Source: an optimization exercise on an open RTL-to-GDS flow (aim: small area). Production flows keep margins and buffers that such runs may drop.
RTL that was checked went through simulation tests only; none was proved equivalent to the original.
No activity file was given, so power comes from the tool's default toggle rates.

## mmu_top
module mmu_top (
  input  logic      clk_i,
  input  logic      rst_ni,
  input  logic      enable_translation_i,
  input  logic      flush_tlb_i,
  input  mmu_pkg::ppn_t      satp_ppn_i,
  input  mmu_pkg::priv_lvl_t priv_lvl_i,
  input  mmu_pkg::priv_lvl_t ld_st_priv_lvl_i,
  input  logic      sum_i,
  input  logic      fetch_req_i,
  input  mmu_pkg::vaddr_t    fetch_vaddr_i,
  output logic      fetch_valid_o,
  output mmu_pkg::paddr_t    fetch_paddr_o,
  output mmu_pkg::exc_t      fetch_exc_o,
  input  logic      lsu_req_i,
  input  logic      lsu_is_store_i,
  input  mmu_pkg::vaddr_t    lsu_vaddr_i,
  output logic      lsu_dtlb_hit_o,
  output mmu_pkg::ppn_t      lsu_dtlb_ppn_o,
  output logic      lsu_valid_o,
  output mmu_pkg::paddr_t    lsu_paddr_o,
  output mmu_pkg::exc_t      lsu_exc_o,
  output logic      mem_req_o,
  output mmu_pkg::paddr_t    mem_addr_o,
  input  logic      mem_rvalid_i,
  input  mmu_pkg::pte_t      mem_rdata_i
);
  localparam logic [1:0] IDLE = 2'd0, READ = 2'd1, WAIT = 2'd2, DONE = 2'd3;
  logic        en;
  assign en = enable_translation_i;
  logic [1:0]  state_q;
  logic [1:0]  level_q;
  logic        owner_d_q;
  logic        err_q;
  logic [43:0] ppn_q;
  logic [3:0]  pbits_q;    
  logic [38:0] dva_q;
  logic        ireq, dreq, grant;
  logic [38:0] wva;
  logic [8:0]  vpn_idx;
  logic        pte_leaf, pte_fault;
  logic        idone, ddone;
  assign grant   = (state_q == IDLE) && (ireq || dreq);
  assign wva     = owner_d_q ? dva_q : fetch_vaddr_i;
  assign vpn_idx = (level_q == 2'd2) ? wva[38:30] :
                   (level_q == 2'd1) ? wva[29:21] : wva[20:12];
  assign mem_req_o  = (state_q == READ);
  assign mem_addr_o = {(level_q == 2'd2) ? satp_ppn_i : ppn_q, vpn_idx, 3'b000};
  always_comb begin
    pte_leaf  = mem_rdata_i.r || mem_rdata_i.x;
  ...
For scale: about 2400 cells after synthesis, roughly 550 I/O pins, roughly 30000 um2 of cells after synthesis.
==> flow/config.mk <==
export PLATFORM = sky130hd
export DESIGN_NAME = mmu_top
export DESIGN_NICKNAME = mmu_top
export VERILOG_FILES = /design/flow/design.v
export SDC_FILE = /design/flow/constraint.sdc
export NUM_CORES = 4
export LEC_CHECK = 0
export CAP_MARGIN = 20
export CORE_MARGIN = 2
export CORE_UTILIZATION = 80
export SLEW_MARGIN = 20
==> flow/constraint.sdc <==
create_clock -name core_clock -period 8.5 [get_ports {clk_i}]
set_input_delay 1.7000 -clock core_clock [delete_from_list [all_inputs] [get_ports {clk_i}]]
set_output_delay 1.7000 -clock core_clock [all_outputs]
set_load 0.01 [all_outputs]
standard.sh (not shown) runs the stock make flow with config.mk's settings and CLKGATE_MAP_FILE= SYNTH_SCRIPT=/design/flow/synth_recipe.tcl, a recipe that flattens the netlist after the stock synthesis.
==> flow/flow/run.sh <==
#!/bin/bash
# Standard layout, with the smallest buffer on the ports, no dummy clock loads
# and larger clock sink clusters.
set -euo pipefail
export BUFFER_PORTS_ARGS="-buffer_cell sky130_fd_sc_hd__buf_1"
export CTS_ARGS="-sink_clustering_enable -repair_clock_nets -dont_use_dummy_load -buf_list sky130_fd_sc_hd__clkbuf_8 -sink_clustering_size 16 -sink_clustering_max_diameter 45"
bash standard.sh > standard_flow.log 2>&1
The first run passed the timing, DRC and antenna checks.
Change:
CORE_UTILIZATION = 88   (was 80)
After rerunning: Final cell count fell by 0.40%; design area hardly moves; critical path depth rose by 2; routed wire length rose by 35%; sequential power rose by about 1%; total power rose by 4.2%; count of clock-buffer cells in the layout fell by 1; worst setup slack loses 570 ps; non-clock buffer count rose by 3; utilization rose by 8.5 points.
Change:
--- a/flow/flow/run.sh
+++ b/flow/flow/run.sh
@@ -6 +6 @@
-export CTS_ARGS="-sink_clustering_enable -repair_clock_nets -dont_use_dummy_load -buf_list sky130_fd_sc_hd__clkbuf_8 -sink_clustering_size 16 -sink_clustering_max_diameter 45"
+export CTS_ARGS="-sink_clustering_enable -repair_clock_nets -dont_use_dummy_load -buf_list {sky130_fd_sc_hd__clkbuf_4 sky130_fd_sc_hd__clkbuf_8} -sink_clustering_size 12 -sink_clustering_max_diameter 40"
CORE_UTILIZATION = 70   (was 88)
Outcome: Setup slack gains 570 ps. Die area increases by 25%. Non-clock buffer count rises by 10. Worst hold slack stays flat. Global-route usage shrinks by 19 points. Cell area climbs by 1.6%. Routed wire length goes down by 26%. Clock power increases by about 15%. Total power came out higher by 0.35%. Synthesized area stays the same. Critical path depth is lower by 2.
Change:
==> flow/flow/run.sh (replaced) <==
#!/bin/bash
# Standard layout, with the smallest buffer on the ports, no dummy clock loads
# and larger clock sink clusters.
set -euo pipefail
export BUFFER_PORTS_ARGS="-buffer_cell sky130_fd_sc_hd__buf_1"
export CTS_ARGS="-sink_clustering_enable -repair_clock_nets -dont_use_dummy_load -buf_list sky130_fd_sc_hd__clkbuf_8 -sink_clustering_size 16 -sink_clustering_max_diameter 45"
bash standard.sh > standard_flow.log 2>&1
CORE_UTILIZATION = 84   (was 70)
=> The new run produced a clean layout; sequential share of layout area went up by 1.0 points; design area went down by about 1.7%; routed wire length went up by 6.6%; die area went down by about 16%; critical path depth went up by 2; worst setup slack is better by 7.7 ps; cell count went down by about 4%.

---

mmu_top, a different RTL version from the one above (not shown whole).
Size in the first run: roughly 2000 cells after synthesis, ~760 flip-flops, roughly 550 I/O pins, ~31000 sq um of cells after synthesis.
==> flow/config.mk <==
export PLATFORM = sky130hd
export DESIGN_NAME = mmu_top
export DESIGN_NICKNAME = mmu_top
export VERILOG_FILES = /design/flow/design.v
export SDC_FILE = /design/flow/constraint.sdc
export NUM_CORES = 4
export LEC_CHECK = 0
export CAP_MARGIN = 20
export CORE_MARGIN = 2
export CORE_UTILIZATION = 40
export SLEW_MARGIN = 20
==> flow/constraint.sdc <==
create_clock -name core_clock -period 8.5 [get_ports {clk_i}]
set_input_delay 1.7000 -clock core_clock [delete_from_list [all_inputs] [get_ports {clk_i}]]
set_output_delay 1.7000 -clock core_clock [all_outputs]
set_load 0.01 [all_outputs]
==> flow/flow/run.sh <==
#!/bin/bash
# Standard layout, with the smallest buffer on the ports, no dummy clock loads
# and larger clock sink clusters.
set -euo pipefail
export BUFFER_PORTS_ARGS="-buffer_cell sky130_fd_sc_hd__buf_1"
export CTS_ARGS="-sink_clustering_enable -repair_clock_nets -dont_use_dummy_load -buf_list sky130_fd_sc_hd__clkbuf_8 -sink_clustering_size 20 -sink_clustering_max_diameter 40"
bash standard.sh > standard_flow.log 2>&1
==> next run, changes <==
==> flow/flow/run.sh (replaced) <==
#!/bin/bash
# Standard layout, with the smallest buffer on the ports, no dummy clock loads
# and larger clock sink clusters.
set -euo pipefail
export BUFFER_PORTS_ARGS="-buffer_cell sky130_fd_sc_hd__buf_1"
export CTS_ARGS="-sink_clustering_enable -repair_clock_nets -dont_use_dummy_load -buf_list sky130_fd_sc_hd__clkbuf_8 -sink_clustering_size 18 -sink_clustering_max_diameter 50"
bash standard.sh > standard_flow.log 2>&1
Settings changed: CORE_UTILIZATION 40 to 70.
After rerunning: Power falls by 10%. Area after synthesis is unchanged. Worst setup slack is worse by 0.046 ns. Via count is higher by 0.51%.
==> next run, changes <==
==> flow/flow/run.sh (replaced) <==
#!/bin/bash
# Standard layout, with the smallest buffer on the ports and no dummy clock loads.
set -euo pipefail
export BUFFER_PORTS_ARGS="-buffer_cell sky130_fd_sc_hd__buf_1"
export CTS_ARGS="-sink_clustering_enable -repair_clock_nets -dont_use_dummy_load"
bash standard.sh > standard_flow.log 2>&1
Settings changed: CORE_UTILIZATION 70 to 40, CTS_BUF_LIST set to sky130_fd_sc_hd__clkbuf_8, CTS_CLUSTER_DIAMETER set to 40, CTS_CLUSTER_SIZE set to 20.
What happened:
- The changed run finished clean
- register-to-register slack improves by 0.41 ns
- critical path depth went down by 1
- final cell count went up by 16%
==> next run, changes <==
==> flow/flow/run.sh (replaced) <==
#!/bin/bash
# Standard layout, with the smallest buffer on the ports, no dummy clock loads
# and larger clock sink clusters.
set -euo pipefail
export BUFFER_PORTS_ARGS="-buffer_cell sky130_fd_sc_hd__buf_1"
export CTS_ARGS="-sink_clustering_enable -repair_clock_nets -dont_use_dummy_load -buf_list sky130_fd_sc_hd__clkbuf_16 -sink_clustering_size 32 -sink_clustering_max_diameter 60"
bash standard.sh > standard_flow.log 2>&1
Settings changed: CORE_UTILIZATION 40 to 70, CTS_BUF_LIST sky130_fd_sc_hd__clkbuf_8 to not set, CTS_CLUSTER_DIAMETER 40 to not set, CTS_CLUSTER_SIZE 20 to not set.
After rerunning: The changed run ran to the end with no violations; via count rises by 1.2%; design area is lower by 4.6%; global-route usage climbs by 11 points; non-clock buffer count fell by 9; total power falls by 13%; worst hold slack gets better by 0.011 ns; synthesized cell count is unchanged; routed wire length came out lower by 12%.
==> next run, changes <==
==> flow/flow/run.sh (replaced) <==
#!/bin/bash
# Standard layout, with the smallest buffer on the ports, no dummy clock loads
# and larger clock sink clusters.
set -euo pipefail
export BUFFER_PORTS_ARGS="-buffer_cell sky130_fd_sc_hd__buf_1"
export CTS_ARGS="-sink_clustering_enable -repair_clock_nets -dont_use_dummy_load -buf_list sky130_fd_sc_hd__clkbuf_16 -sink_clustering_size 30 -sink_clustering_max_diameter 60"
bash standard.sh > standard_flow.log 2>&1
Settings changed: CORE_UTILIZATION 70 to 40.
Result: Global-route usage fell by 12 points. Routed wire length rose by 13%. First-iteration DRC count fell by 38%. Register-to-register slack is better by 0.32 ns. Non-clock buffer count rose by 9. Die area rose by 73%.
Function was not checked in any run of this note: the RTL went through the layout flow alone.

---

== job 9747 ==
RTL: one of the versions met above, not the one the previous note started from.
For scale: ~2400 cells after synthesis, about 550 I/O pins, ~0.030 sq mm of cells after synthesis.
Settings: LEC_CHECK=0, CAP_MARGIN=20, CORE_MARGIN=2, CORE_UTILIZATION=70, SLEW_MARGIN=20; clock period 8.5 ns.
==> flow/flow/run.sh <==
#!/bin/bash
# Standard layout, with the smallest buffer on the ports, no dummy clock loads
# and larger clock sink clusters.
set -euo pipefail
export BUFFER_PORTS_ARGS="-buffer_cell sky130_fd_sc_hd__buf_1"
export CTS_ARGS="-sink_clustering_enable -repair_clock_nets -dont_use_dummy_load -buf_list sky130_fd_sc_hd__clkbuf_8 -sink_clustering_size 16 -sink_clustering_max_diameter 45"
bash standard.sh > standard_flow.log 2>&1
The following lists how job 8597 was set up differently from job 9747:
- a change of CORE_UTILIZATION from 70 to 80
- an added CTS_CLUSTER_DIAMETER of 45
- an added CTS_CLUSTER_SIZE of 16
- an added CTS_BUF_LIST of sky130_fd_sc_hd__clkbuf_8
==> flow/run.sh (new file) <==
#!/bin/bash
# synth_recipe.tcl (not shown) runs the flow's synth.tcl, then flattens the netlist and writes it again
# the make line also repeats each setting of config.mk as NAME=value (left out here)
make -C /OpenROAD-flow-scripts/flow DESIGN_CONFIG=/design/flow/config.mk WORK_HOME=/design/flow/orfs CLKGATE_MAP_FILE= SYNTH_SCRIPT=/design/flow/synth_recipe.tcl finish
removed: flow/flow/run.sh
removed: flow/standard.sh
[summary]
Job 8597 ended up with a higher detailed-route via count than job 9747 did. Per the comparison of job 8597 with job 9747, ratio of cells with drive above 1 in the final layout closely matched the old numbers; synthesized cell area closely matched the old numbers. Going from job 9747 to job 8597, buffer count excluding the clock tree in the final layout was more or less identical, die area went down by about 12%, total power went up by about 8%.
For job 1159, these inputs were changed with respect to job 8597:
- CAP_MARGIN: 20 -> 0
- CTS_BUF_LIST: sky130_fd_sc_hd__clkbuf_8 -> unset
- CORE_UTILIZATION: 80 -> 70
- CTS_CLUSTER_SIZE: 16 -> unset
- CTS_CLUSTER_DIAMETER: 45 -> unset
- SLEW_MARGIN: 20 -> 0
==> flow/flow/run.sh (new file) <==
#!/bin/bash
# Standard layout, with the smallest buffer on the ports, no dummy clock loads
# and larger clock sink clusters.
set -euo pipefail
export BUFFER_PORTS_ARGS="-buffer_cell sky130_fd_sc_hd__buf_1"
export CTS_ARGS="-sink_clustering_enable -repair_clock_nets -dont_use_dummy_load -buf_list sky130_fd_sc_hd__clkbuf_8 -sink_clustering_size 16 -sink_clustering_max_diameter 45"
bash standard.sh > standard_flow.log 2>&1
==> flow/standard.sh (new file) <==
#!/bin/bash
# synth_recipe.tcl (not shown) runs the flow's synth.tcl, then flattens the netlist and writes it again
# the make line also repeats each setting of config.mk as NAME=value (left out here)
make -C /OpenROAD-flow-scripts/flow DESIGN_CONFIG=/design/flow/config.mk WORK_HOME=/design/flow/orfs CLKGATE_MAP_FILE= SYNTH_SCRIPT=/design/flow/synth_recipe.tcl "${@:-finish}"
removed: flow/run.sh
Uppermost signal routing layer after detailed routing: met5 -> job 8597, met4 -> job 1159. Job 8597 has a higher wire length than job 1159. Changes observed in job 1159 relative to job 8597: wire length of the first global-routing pass now smaller; critical path depth shrank by 2.

---

## job 1884
Starting RTL as in the previous note.
Settings: LEC_CHECK=0, CAP_MARGIN=20, CORE_MARGIN=2, CORE_UTILIZATION=70, SLEW_MARGIN=20; clock period 8.5 ns.
==> flow/flow/run.sh <==
#!/bin/bash
# Standard layout, with the smallest buffer on the ports, no dummy clock loads
# and larger clock sink clusters.
set -euo pipefail
export BUFFER_PORTS_ARGS="-buffer_cell sky130_fd_sc_hd__buf_1"
export CTS_ARGS="-sink_clustering_enable -repair_clock_nets -dont_use_dummy_load -buf_list sky130_fd_sc_hd__clkbuf_16 -sink_clustering_size 32 -sink_clustering_max_diameter 60"
bash standard.sh > standard_flow.log 2>&1
[inputs] job 5319 vs job 1884
Settings: swapping 70 for 80 in CORE_UTILIZATION.
diff --git a/flow/flow/run.sh b/flow/flow/run.sh
--- a/flow/flow/run.sh
+++ b/flow/flow/run.sh
@@ -6 +6 @@
-export CTS_ARGS="-sink_clustering_enable -repair_clock_nets -dont_use_dummy_load -buf_list sky130_fd_sc_hd__clkbuf_16 -sink_clustering_size 32 -sink_clustering_max_diameter 60"
+export CTS_ARGS="-sink_clustering_enable -repair_clock_nets -dont_use_dummy_load -buf_list sky130_fd_sc_hd__clkbuf_8 -sink_clustering_size 20 -sink_clustering_max_diameter 45"
## What came out
Job 5319 finished every step from synthesis to the final layout, and the layout passed the timing, DRC and antenna checks. Highest achievable clock rate: job 1884 vs job 5319, no meaningful difference. Diff job 1884 -> job 5319: final setup slack of the worst path fell by 0.020 ns; row count fell by 6.7%; all-layer global routing usage rose by 5.2 points. [compare] base=job 1884 new=job 5319: final worst hold slack +0.020 ns, utilization of the core after routing shows an increase of 9.9 points. [compare] base=job 1884 new=job 5319: number of global-route vias before repair picked up an extra 846, non-clock buffer count in the final layout went down, clock network area share now sits lower.
What job 7091 does differently from job 5319 at the input level:
Settings: GPL_TIMING_DRIVEN: unset -> 0; CAP_MARGIN: 20 -> 5; SLEW_MARGIN: 20 -> 5; CORE_UTILIZATION: 80 -> 70.
diff --git a/flow/flow/run.sh b/flow/flow/run.sh
--- a/flow/flow/run.sh
+++ b/flow/flow/run.sh
@@ -6 +6 @@
-export CTS_ARGS="-sink_clustering_enable -repair_clock_nets -dont_use_dummy_load -buf_list sky130_fd_sc_hd__clkbuf_8 -sink_clustering_size 20 -sink_clustering_max_diameter 45"
+export CTS_ARGS="-sink_clustering_enable -repair_clock_nets -dont_use_dummy_load -buf_list sky130_fd_sc_hd__clkbuf_8 -sink_clustering_size 16 -sink_clustering_max_diameter 45"
Results
Summary of job 7091 over job 5319: sequential portion of the cell area lost 3.1 points, global-route usage shrank by 1.9 points, final core utilization lower. In job 7091 relative to job 5319, power had gone up by a few percent. Changes observed in job 7091 relative to job 5319: critical path depth went up 3; sequential share of power went down 2.7 points; worst setup slack went down 0.25 ns. Each of the runs, namely job 7091 and job 5319, reached the end of the flow and came out clean. Via count was lower in the run labelled job 5319. The run with more routed wire is job 7091, not job 5319. On final RePlAce weighted congestion, the higher figure sits with job 7091, not job 5319. Relative to job 5319, power per unit of standard cell area has decreased by about 1.3% in job 7091.
Setup changes, job 7091 to job 7011
Settings: CAP_MARGIN: 5 -> 20; CORE_UTILIZATION: 70 -> 80; GPL_TIMING_DRIVEN: 0 -> unset; SLEW_MARGIN: 5 -> 20.
diff --git a/flow/flow/run.sh b/flow/flow/run.sh
--- a/flow/flow/run.sh
+++ b/flow/flow/run.sh
@@ -6 +6 @@
-export CTS_ARGS="-sink_clustering_enable -repair_clock_nets -dont_use_dummy_load -buf_list sky130_fd_sc_hd__clkbuf_8 -sink_clustering_size 16 -sink_clustering_max_diameter 45"
+export CTS_ARGS="-sink_clustering_enable -repair_clock_nets -dont_use_dummy_load -buf_list sky130_fd_sc_hd__clkbuf_16 -sink_clustering_size 28 -sink_clustering_max_diameter 45"
## What came out
Job 7011 vs. job 7091: post-layout instance count excluding filler cells dropped 339, internal power summed over all cells climbed 0.00026 W, worst setup slack climbed 0.24 ns, leakage power dropped 5.4%.
Job 7011 went all the way through synthesis, placement and routing and the layout is clean on timing, DRC and antenna.
Job 7011 vs. job 7091: core utilization saw an increase, floorplan die area saw a decrease, multi-input logic area saw an increase.
Job 7011 reports its top metal layer carrying routed signals as met4 while job 7091 reports met5.

==> afterwards: timing with drivers on the ports <==
Ports are ideal in the flow. The routed layouts listed here were re-timed in OpenROAD.
Step 1: set_driving_cell puts a clkbuf_16 on clk_i and a buf_2 on each other input, an assumption about the parent block.
Step 2 times the ports against the registers' clock, not the clock port: input delays grow and output delays shrink by t, the midpoint of the rising clock arrivals with the driver on.
a / b / c = ideal / step 1 / step 2; a / b = the first two.
| run | t (ns) | slack for setup (ns) | worst setup path after step 2 | worst data-port slew with drivers (ns) | cell pins on the clock port's net |
|---|---|---|---|---|---|
| the first run of note 1 | 0.728 | 1.364 / 1.340 / 1.340 | input to output | 0.14 | 1 |
| the second run of note 1 | 0.752 | 0.792 / 0.760 / 0.760 | input to output | 0.16 | 1 |
| the third run of note 1 | 0.685 | 1.361 / 1.335 / 1.335 | input to output | 0.13 | 1 |
| the fourth run of note 1 | 0.704 | 1.368 / 1.337 / 1.337 | input to output | 0.19 | 1 |
| the first run of note 2 | 0.744 | 1.092 / 1.059 / 1.059 | input to output | 0.22 | 1 |
| the second run of note 2 | 0.723 | 1.046 / 1.021 / 1.021 | input to output | 0.14 | 1 |
| the third run of note 2 | 0.672 | 0.982 / 0.957 / 0.957 | input to output | 0.22 | 1 |
| the fourth run of note 2 | 0.641 | 1.081 / 1.054 / 1.054 | input to output | 0.14 | 1 |
| the fifth run of note 2 | 0.677 | 1.047 / 1.022 / 1.022 | input to output | 0.22 | 1 |
| job 9747 | 0.669 | 1.318 / 1.293 / 1.293 | input to output | 0.13 | 1 |
| job 8597 | 0.762 | 0.221 / 0.192 / 0.192 | input to output | 0.16 | 1 |
| job 1159 | 0.669 | 1.314 / 1.289 / 1.289 | input to output | 0.13 | 1 |
| job 1884 | 0.650 | 1.365 / 1.340 / 1.340 | input to output | 0.13 | 1 |
| job 5319 | 0.707 | 1.345 / 1.317 / 1.317 | input to output | 0.14 | 1 |
| job 7091 | 0.681 | 1.095 / 1.049 / 1.049 | input to output | 0.11 | 1 |
| job 7011 | 0.652 | 1.337 / 1.308 / 1.308 | input to output | 0.14 | 1 |
After both steps every run listed still meets setup and hold. The setup slack of job 7091, which loses most, moves by -0.046 ns with the drivers and by -0.046 ns with both steps.
